What follows belongs to an exercise in optimizing a design on an open flow for small area, a short achievable clock period and few clock cycles per item; a production flow would make more cautious choices.
In this exercise RTL edits were held to simulation tests only and were not proved equivalent to the original.
No activity file was given, so power comes from the tool's default toggle rates.

==> inputs of trial 20 <==
==> flow/design.v (excerpt) <==
module handle_list_table_unit
(
  input  logic                   clk,
  input  logic                   rst_n,
  input  logic                   in_valid,
  output logic                   in_ready,
  input  logic [1:0]             in_action,
  input  logic [hlt_pkg::IN_HANDLE_W-1:0] in_handle,
  output logic                   out_valid,
  input  logic                   out_ready,
  output logic [1:0]             out_status,
  output logic                   out_found,
  output logic [hlt_pkg::POS_W-1:0]       out_position,
  output logic [hlt_pkg::COUNT_W-1:0]     out_entry_count
);
  localparam int N  = hlt_pkg::CAPACITY;
  localparam int KW = hlt_pkg::KEY_W;
  localparam int GW = 8;                                           
  localparam int NG = N / GW;
  localparam int RW = 2 + 1 + hlt_pkg::POS_W + hlt_pkg::COUNT_W;   
  localparam int QD = 5;                                           
  logic [N-1:0][KW-1:0] mem;
  logic [N-1:0]         vld;       
  hlt_pkg::cnt_t        fill_r;    
  logic [NG-2:0][hlt_pkg::POS_W-1:0] gabove;   
  ...
==> flow/config.mk <==
export PLATFORM = sky130hd
export DESIGN_NAME = handle_list_table_unit
export DESIGN_NICKNAME = handle_list_table_unit
export VERILOG_FILES = /design/flow/design.v
export SDC_FILE = /design/flow/constraint.sdc
export NUM_CORES = 4
export LEC_CHECK = 0
export CAP_MARGIN = 20
export CORE_MARGIN = 2
export CORE_UTILIZATION = 55
export SETUP_SLACK_MARGIN = 4.0
export SLEW_MARGIN = 20
==> flow/constraint.sdc <==
create_clock -name core_clock -period 7.0 [get_ports {clk}]
set_input_delay 1.4000 -clock core_clock [delete_from_list [all_inputs] [get_ports {clk}]]
set_output_delay 1.4000 -clock core_clock [all_outputs]
set_load 0.01 [all_outputs]
run.sh (not shown) runs the stock make flow with config.mk's settings and CLKGATE_MAP_FILE= SYNTH_SCRIPT=/design/flow/synth_recipe.tcl, a recipe that flattens the netlist after the stock synthesis.
==> build 42 (differences from trial 20) <==
--- a/flow/design.v
+++ b/flow/design.v
@@ -35,38 +35,37 @@
   output logic [hlt_pkg::POS_W-1:0]       out_position,
   output logic [hlt_pkg::COUNT_W-1:0]     out_entry_count
 );
   localparam int N  = hlt_pkg::CAPACITY;
   localparam int KW = hlt_pkg::KEY_W;
   localparam int GW = 8;                                           
   localparam int NG = N / GW;
   localparam int RW = 2 + 1 + hlt_pkg::POS_W + hlt_pkg::COUNT_W;   
-  localparam int QD = 5;                                           
+  localparam int QD = 6;                                           
+  localparam int BW = $clog2(QD + 2);
   logic [N-1:0][KW-1:0] mem;
   logic [N-1:0]         vld;       
   hlt_pkg::cnt_t        fill_r;    
-  logic [NG-2:0][hlt_pkg::POS_W-1:0] gabove;   
   logic                 c_v;
   hlt_pkg::action_t     c_act;
   hlt_pkg::key_t        c_key;
   logic                 s_v;
   hlt_pkg::action_t     s_act;
   hlt_pkg::key_t        s_key;
   logic [N-1:0]         s_raw;     
   logic                 s_eq;      
   logic [N-1:0]         prv_sh;    
-  logic                      p_v;
-  logic [RW-1:0]             p_res;     
-  logic [hlt_pkg::POS_W-1:0] p_base;    
-  logic [GW-1:0]             p_ingrp;   
+  logic                 p1_v, p2_v;
+  logic [RW-1:0]        p1_res, p2_res;    
+  logic [N-1:0]         p1_above;          
+  logic [NG-1:0][3:0]   p2_gcnt;           
   logic [QD-1:0]          q_v;     
   logic [QD-1:0][RW-1:0]  q_d;
   logic                   rdy_r;
-  logic [2:0]             busy;    
   logic in_fire;
   assign in_ready = rdy_r;
   assign in_fire  = in_valid && rdy_r;
   always_ff @(posedge clk) begin
     c_act <= in_action;
     c_key <= in_handle[KW-1:0];
     s_act <= c_act;
     s_key <= c_key;
@@ -135,91 +134,83 @@
       vld_nxt  = vld & ~first;
       fill_nxt = fill_r - hlt_pkg::CNT_W'(1);
     end
     if (s_clr) begin
       vld_nxt  = '0;
       fill_nxt = '0;
     end
   end
-  logic [NG-1:0]             ghit;       
-  logic [hlt_pkg::POS_W-1:0] base;
-  logic [GW-1:0]             ingrp;
-  logic [NG-2:0][hlt_pkg::POS_W-1:0] gabove_nxt;
-  always_comb begin
-    for (int g = 0; g < NG - 1; g++) ghit[g] = s_srch & suf[g*GW] & ~suf[(g+1)*GW];
-    ghit[NG-1] = s_srch & suf[(NG-1)*GW];
-    base  = '0;
-    ingrp = '0;
+  always_ff @(posedge clk) begin
+    prv_sh   <= sh;
+    p1_res   <= {st, s_srch & found, hlt_pkg::POS_W'(0), hlt_pkg::COUNT_W'(fill_nxt)};
+    p1_above <= (s_srch && found) ? (vld & ~suf) : '0;
+  end
+  always_ff @(posedge clk) begin
     for (int g = 0; g < NG; g++) begin
-      if (g < NG - 1) base = base | ({hlt_pkg::POS_W{ghit[g]}} & gabove[g % (NG - 1)]);
-      ingrp = ingrp | ({GW{ghit[g]}} & vld[g*GW +: GW] & ~suf[g*GW +: GW]);
-    end
-    for (int g = 0; g < NG - 1; g++) begin
-      gabove_nxt[g] = gabove[g];
-      if (s_add && !full && allv[(g+1)*GW]) gabove_nxt[g] = gabove[g] + hlt_pkg::POS_W'(1);
-      if (s_rem && suf[(g+1)*GW])           gabove_nxt[g] = gabove[g] - hlt_pkg::POS_W'(1);
-      if (s_clr)                            gabove_nxt[g] = '0;
-    end
-  end
-  always_ff @(posedge clk) begin
-    prv_sh  <= sh;
-    p_res   <= {st, s_srch & found, hlt_pkg::POS_W'(0), hlt_pkg::COUNT_W'(fill_nxt)};
-    p_base  <= base;
-    p_ingrp <= ingrp;
+      logic [1:0] c0, c1, c2, c3;
+      c0 = 2'(p1_above[g*GW+0]) + 2'(p1_above[g*GW+1]);
+      c1 = 2'(p1_above[g*GW+2]) + 2'(p1_above[g*GW+3]);
+      c2 = 2'(p1_above[g*GW+4]) + 2'(p1_above[g*GW+5]);
+      c3 = 2'(p1_above[g*GW+6]) + 2'(p1_above[g*GW+7]);
+      p2_gcnt[g] <= (4'(c0) + 4'(c1)) + (4'(c2) + 4'(c3));
+    end
+    p2_res <= p1_res;
   end
   logic [hlt_pkg::POS_W-1:0] pos;
   logic [RW-1:0]             res;
   always_comb begin
-    logic [1:0] c0, c1, c2, c3;
-    c0 = 2'(p_ingrp[0]) + 2'(p_ingrp[1]);
-    c1 = 2'(p_ingrp[2]) + 2'(p_ingrp[3]);
-    c2 = 2'(p_ingrp[4]) + 2'(p_ingrp[5]);
-    c3 = 2'(p_ingrp[6]) + 2'(p_ingrp[7]);
-    pos = p_base + (hlt_pkg::POS_W'(c0) + hlt_pkg::POS_W'(c1)) + (hlt_pkg::POS_W'(c2) + hlt_pkg::POS_W'(c3));
-    res = p_res;
+    logic [4:0] a0, a1, a2, a3;
+    logic [5:0] b0, b1;
+    a0 = 5'(p2_gcnt[0]) + 5'(p2_gcnt[1]);
+    a1 = 5'(p2_gcnt[2]) + 5'(p2_gcnt[3]);
+    a2 = 5'(p2_gcnt[4]) + 5'(p2_gcnt[5]);
+    a3 = 5'(p2_gcnt[6]) + 5'(p2_gcnt[7]);
+    b0 = 6'(a0) + 6'(a1);
+    b1 = 6'(a2) + 6'(a3);
+    pos = b0 + b1;                 
+    res = p2_res;
     res[hlt_pkg::COUNT_W +: hlt_pkg::POS_W] = pos;
   end
   logic               pop;
   logic [QD-1:0]      g_v, q_v_nxt, tgt;
   logic [QD-1:0][RW-1:0] g_d, q_d_nxt;
-  logic [2:0]         busy_nxt;
+  logic [BW-1:0]      busy_nxt;
   logic               rdy_nxt;
   assign pop = q_v[0] & out_ready;
   always_comb begin
     g_v = pop ? {1'b0, q_v[QD-1:1]} : q_v;
     for (int j = 0; j < QD; j++) begin
       g_d[j] = (pop && j < QD - 1) ? q_d[(j + 1) % QD] : q_d[j];
-      tgt[j] = p_v & ~g_v[j] & ((j == 0) ? 1'b1 : g_v[(j + QD - 1) % QD]);
+      tgt[j] = p2_v & ~g_v[j] & ((j == 0) ? 1'b1 : g_v[(j + QD - 1) % QD]);
       q_d_nxt[j] = tgt[j] ? res : g_d[j];
     end
     q_v_nxt = g_v | tgt;
-    busy_nxt = busy + 3'(in_fire) - 3'(pop);
-    rdy_nxt  = (busy_nxt < 3'(QD));
+    busy_nxt = BW'(in_fire) + BW'(c_v) + BW'(s_v) + BW'(p1_v);
+    for (int j = 0; j < QD; j++) busy_nxt = busy_nxt + BW'(q_v_nxt[j]);
+    rdy_nxt  = (busy_nxt < BW'(QD));
   end
   always_ff @(posedge clk) begin
     q_d <= q_d_nxt;
   end
   always_ff @(posedge clk) begin
     if (!rst_n) begin
       c_v    <= 1'b0;
       s_v    <= 1'b0;
-      p_v    <= 1'b0;
-      busy   <= '0;
-      gabove <= '0;
+      p1_v   <= 1'b0;
+      p2_v   <= 1'b0;
       vld    <= '0;
       fill_r <= '0;
       q_v    <= '0;
       rdy_r  <= 1'b1;
     end else begin
       c_v    <= in_fire;
       s_v    <= c_v;
-      p_v    <= s_v;
-      busy   <= busy_nxt;
-      gabove <= gabove_nxt;
+      p1_v   <= s_v;
+      p2_v   <= p1_v;
       vld    <= vld_nxt;
       fill_r <= fill_nxt;
       q_v    <= q_v_nxt;
       rdy_r  <= rdy_nxt;
     end
   end
   assign out_valid       = q_v[0];
   assign {out_status, out_found, out_position, out_entry_count} = q_d[0];
CORE_UTILIZATION = 40   (was 55)
SETUP_SLACK_MARGIN = 3.8   (was 4.0)
==> trial 83 (differences from trial 20) <==
==> flow/design.v (replaced) <==
package hlt_pkg;
  localparam int CAPACITY    = 64;
  localparam int HANDLE_BITS = 32;
  localparam int IN_HANDLE_W = 32;
  localparam int POS_W       = 6;
  localparam int COUNT_W     = 7;
  localparam int KEY_W = (HANDLE_BITS < IN_HANDLE_W) ? HANDLE_BITS : IN_HANDLE_W;
  localparam int IDX_W = $clog2(CAPACITY);
  localparam int CNT_W = $clog2(CAPACITY + 1);
  typedef logic [1:0]       action_t;
  typedef logic [1:0]       status_t;
  typedef logic [KEY_W-1:0] key_t;
  typedef logic [IDX_W-1:0] idx_t;
  typedef logic [CNT_W-1:0] cnt_t;
  localparam action_t ACT_ADD    = 2'd0;
  localparam action_t ACT_REMOVE = 2'd1;
  localparam action_t ACT_LOOKUP = 2'd2;
  localparam action_t ACT_CLEAR  = 2'd3;
  localparam status_t ST_OK      = 2'd0;
  localparam status_t ST_FULL    = 2'd1;
  localparam status_t ST_MISSING = 2'd2;
endpackage
module handle_list_table_unit
(
  input  logic                   clk,
  input  logic                   rst_n,
  input  logic                   in_valid,
  output logic                   in_ready,
  input  logic [1:0]             in_action,
  input  logic [hlt_pkg::IN_HANDLE_W-1:0] in_handle,
  output logic                   out_valid,
  input  logic                   out_ready,
  output logic [1:0]             out_status,
  output logic                   out_found,
  output logic [hlt_pkg::POS_W-1:0]       out_position,
  output logic [hlt_pkg::COUNT_W-1:0]     out_entry_count
);
  localparam int N  = hlt_pkg::CAPACITY;
  localparam int KW = hlt_pkg::KEY_W;
  localparam int PW = hlt_pkg::POS_W;
  localparam int GW = 8;                                           
  localparam int NG = N / GW;
  localparam int RW = 2 + 1 + PW + hlt_pkg::COUNT_W;               
  localparam int QD = 6;                                           
  logic [N-1:0][KW-1:0] mem;
  logic [N-1:0]         vld;       
  hlt_pkg::cnt_t        fill_r;    
  logic [NG-2:0][PW-1:0] gabove;   
  logic                 c_v;
  hlt_pkg::action_t     c_act;
  hlt_pkg::key_t        c_key;
  logic                 s_v;
  logic                 s_add, s_rem, s_lkp, s_clr;    
  hlt_pkg::key_t        s_key;
  logic [N-1:0]         s_raw;     
  logic                 s_eq;      
  logic [N-1:0]         prv_sh;    
  logic                 p1_v, p2_v;
  logic [RW-1:0]        p1_res, p2_res;    
  logic [PW-1:0]        p1_base, p2_base;  
  logic [GW-1:0]        p1_ingrp;          
  logic [3:0]           p2_cnt;            
  logic [QD-1:0]          q_v;     
  logic [QD-1:0][RW-1:0]  q_d;
  logic                   rdy_r;
  logic [2:0]             busy;    
  logic in_fire;
  assign in_ready = rdy_r;
  assign in_fire  = in_valid && rdy_r;
  always_ff @(posedge clk) begin
    c_act <= in_action;
    c_key <= in_handle[KW-1:0];
    s_key <= c_key;
    s_eq  <= (c_key == s_key);
  end
  logic         s_srch;
  logic [N-1:0] m, suf, first, sh, allv;
  logic         found, full;
  hlt_pkg::cnt_t fill_nxt;
  logic [N-1:0] vld_nxt;
  hlt_pkg::status_t st;
  assign s_srch = s_rem | s_lkp;
  logic [N-1:0] al0, al1, al2, al3, al4, al5;
  assign al0 = {vld[N-2:0], 1'b1};
  assign al1 = al0 & {al0[N-2:0], 1'b1};
  assign al2 = al1 & {al1[N-3:0], 2'b11};
  assign al3 = al2 & {al2[N-5:0], 4'hf};
  assign al4 = al3 & {al3[N-9:0], 8'hff};
  assign al5 = al4 & {al4[N-17:0], 16'hffff};
  assign allv = al5 & {al5[N-33:0], 32'hffff_ffff};
  assign full = fill_r[hlt_pkg::CNT_W-1];
  for (genvar j = 0; j < N; j++) begin : g_slot
    logic          dn_raw;
    logic [KW-1:0] dn;
    if (j == 0) begin : g_bot
      assign dn_raw = s_eq;
      assign dn     = s_key;
    end else begin : g_up
      assign dn_raw = s_raw[j-1];
      assign dn     = mem[j-1];
    end
    assign m[j]  = vld[j] & (prv_sh[j] ? dn_raw : s_raw[j]);
    assign sh[j] = s_add & ~full & allv[j];
    always_ff @(posedge clk) begin
      if (sh[j]) mem[j] <= dn;
      s_raw[j] <= (mem[j] == c_key);
    end
  end
  logic [N-1:0] sl0, sl1, sl2, sl3, sl4, sl5;
  assign sl0 = m;
  assign sl1 = sl0 | {1'b0,  sl0[N-1:1]};
  assign sl2 = sl1 | {2'b0,  sl1[N-1:2]};
  assign sl3 = sl2 | {4'b0,  sl2[N-1:4]};
  assign sl4 = sl3 | {8'b0,  sl3[N-1:8]};
  assign sl5 = sl4 | {16'b0, sl4[N-1:16]};
  assign suf = sl5 | {32'b0, sl5[N-1:32]};
  assign first = m & ~{1'b0, suf[N-1:1]};
  assign found = suf[0];
  always_comb begin
    vld_nxt  = vld;
    fill_nxt = fill_r;
    st       = hlt_pkg::ST_OK;
    if (s_add) begin
      if (full) st = hlt_pkg::ST_FULL;
      else begin
        vld_nxt  = vld | allv;
        fill_nxt = fill_r + hlt_pkg::CNT_W'(1);
      end
    end
    if (s_srch && !found) st = hlt_pkg::ST_MISSING;
    if (s_rem && found) begin
      vld_nxt  = vld & ~first;
      fill_nxt = fill_r - hlt_pkg::CNT_W'(1);
    end
    if (s_clr) begin
      vld_nxt  = '0;
      fill_nxt = '0;
    end
  end
  logic [NG-1:0]         ghit;       
  logic [PW-1:0]         base;
  logic [GW-1:0]         ingrp;
  logic [NG-2:0][PW-1:0] gabove_nxt;
  always_comb begin
    for (int g = 0; g < NG - 1; g++) ghit[g] = s_srch & suf[g*GW] & ~suf[(g+1)*GW];
    ghit[NG-1] = s_srch & suf[(NG-1)*GW];
    base  = '0;
    ingrp = '0;
    for (int g = 0; g < NG; g++) begin
      if (g < NG - 1) base = base | ({PW{ghit[g]}} & gabove[g % (NG - 1)]);
      ingrp = ingrp | ({GW{ghit[g]}} & vld[g*GW +: GW] & ~suf[g*GW +: GW]);
    end
    for (int g = 0; g < NG - 1; g++) begin
      logic [PW-1:0] inc, dec;
      for (int b = 0; b < PW; b++) begin
        logic lo_ones, lo_zeros;
        lo_ones  = 1'b1;
        lo_zeros = 1'b1;
        for (int k = 0; k < b; k++) begin
          lo_ones  = lo_ones  &  gabove[g][k];
          lo_zeros = lo_zeros & ~gabove[g][k];
        end
        inc[b] = gabove[g][b] ^ lo_ones;
        dec[b] = gabove[g][b] ^ lo_zeros;
      end
      gabove_nxt[g] = gabove[g];
      if (s_add && !full && allv[(g+1)*GW]) gabove_nxt[g] = inc;
      if (s_rem && suf[(g+1)*GW])           gabove_nxt[g] = dec;
      if (s_clr)                            gabove_nxt[g] = '0;
    end
  end
  always_ff @(posedge clk) begin
    prv_sh   <= sh;
    p1_res   <= {st, s_srch & found, PW'(0), hlt_pkg::COUNT_W'(fill_nxt)};
    p1_base  <= base;
    p1_ingrp <= ingrp;
  end
  always_ff @(posedge clk) begin
    logic [1:0] c0, c1, c2, c3;
    c0 = 2'(p1_ingrp[0]) + 2'(p1_ingrp[1]);
    c1 = 2'(p1_ingrp[2]) + 2'(p1_ingrp[3]);
    c2 = 2'(p1_ingrp[4]) + 2'(p1_ingrp[5]);
    c3 = 2'(p1_ingrp[6]) + 2'(p1_ingrp[7]);
    p2_cnt  <= (4'(c0) + 4'(c1)) + (4'(c2) + 4'(c3));
    p2_base <= p1_base;
    p2_res  <= p1_res;
  end
  logic [RW-1:0] res;
  always_comb begin
    res = p2_res;
    res[hlt_pkg::COUNT_W +: PW] = p2_base + PW'(p2_cnt);    
  end
  logic               pop;
  logic [QD-1:0]      g_v, q_v_nxt, tgt;
  logic [QD-1:0][RW-1:0] g_d, q_d_nxt;
  logic [2:0]         busy_nxt;
  logic               rdy_nxt;
  assign pop = q_v[0] & out_ready;
  always_comb begin
    g_v = pop ? {1'b0, q_v[QD-1:1]} : q_v;
    for (int j = 0; j < QD; j++) begin
      g_d[j] = (pop && j < QD - 1) ? q_d[(j + 1) % QD] : q_d[j];
      tgt[j] = p2_v & ~g_v[j] & ((j == 0) ? 1'b1 : g_v[(j + QD - 1) % QD]);
      q_d_nxt[j] = tgt[j] ? res : g_d[j];
    end
    q_v_nxt = g_v | tgt;
    busy_nxt = busy + 3'(in_fire) - 3'(pop);
    rdy_nxt  = (busy_nxt < 3'(QD));
  end
  always_ff @(posedge clk) begin
    q_d <= q_d_nxt;
  end
  always_ff @(posedge clk) begin
    if (!rst_n) begin
      c_v    <= 1'b0;
      s_v    <= 1'b0;
      s_add  <= 1'b0;
      s_rem  <= 1'b0;
      s_lkp  <= 1'b0;
      s_clr  <= 1'b0;
      p1_v   <= 1'b0;
      p2_v   <= 1'b0;
      busy   <= '0;
      gabove <= '0;
      vld    <= '0;
      fill_r <= '0;
      q_v    <= '0;
      rdy_r  <= 1'b1;
    end else begin
      c_v    <= in_fire;
      s_v    <= c_v;
      s_add  <= c_v && (c_act == hlt_pkg::ACT_ADD);
      s_rem  <= c_v && (c_act == hlt_pkg::ACT_REMOVE);
      s_lkp  <= c_v && (c_act == hlt_pkg::ACT_LOOKUP);
      s_clr  <= c_v && (c_act == hlt_pkg::ACT_CLEAR);
      p1_v   <= s_v;
      p2_v   <= p1_v;
      busy   <= busy_nxt;
      gabove <= gabove_nxt;
      vld    <= vld_nxt;
      fill_r <= fill_nxt;
      q_v    <= q_v_nxt;
      rdy_r  <= rdy_nxt;
    end
  end
  assign out_valid       = q_v[0];
  assign {out_status, out_found, out_position, out_entry_count} = q_d[0];
endmodule
CORE_UTILIZATION = 65   (was 55)
CTS_CLUSTER_DIAMETER = 80   (was not set)
CTS_CLUSTER_SIZE = 30   (was not set)
==> summary of the runs <==
Maximum frequency, lowest first: build 42, trial 20, trial 83. Between trial 83 and trial 20, the lower clock skew is in trial 83 (gap 0.0034 ns). In sequential power, trial 20 and trial 83 hardly differ. The highest wire length belongs to trial 20, the lowest to trial 83. First-iteration DRC count, highest first: trial 83, trial 20, build 42. In trial 83 the synthesized area is higher than in build 42, by 0.67%. Worst setup slack: trial 83 > trial 20 > build 42. Sequential share of layout area, lowest first: trial 20, build 42, trial 83. The lowest cell area belongs to trial 83, the highest to trial 20.
Testbench counts of trial 20, summed over its fixed seeds: cycles 12,032, items 12,000.
Testbench counts of build 42, summed over its fixed seeds: cycles 12,040, items 12,000.
Testbench counts of trial 83, summed over its fixed seeds: cycles 12,040, items 12,000.

-- re-timing with driven ports --
The results above use ideal ports. As a check the final layouts listed here were re-extracted and re-timed, cells and wires unchanged. Step 1, drivers: a clkbuf_16 drives clk and a buf_2 each remaining input, both assumed. Step 2 adds t to the input delays and takes it off the output delays; t is the mean of the earliest and latest rising clock arrival at the registers after step 1. Input paths then give back, and output paths get back, about the clock's delay inside the block. a / b / c = ideal / step 1 / step 2; a / b = the first two.
| run | t (ns) | setup slack, ns | worst setup path at the end |
|---|---|---|---|
| trial 20 | 1.011 | 3.233 / 3.233 / 2.990 | input to register |
| build 42 | 0.945 | 3.131 / 3.131 / 2.665 | input to register |
| trial 83 | 0.869 | 4.003 / 4.003 / 3.263 | input to register |
After both steps setup and hold are still met in every run listed. For trial 83, which loses most, drivers alone change the setup slack by 0.000 ns; drivers and shift together by -0.740 ns.
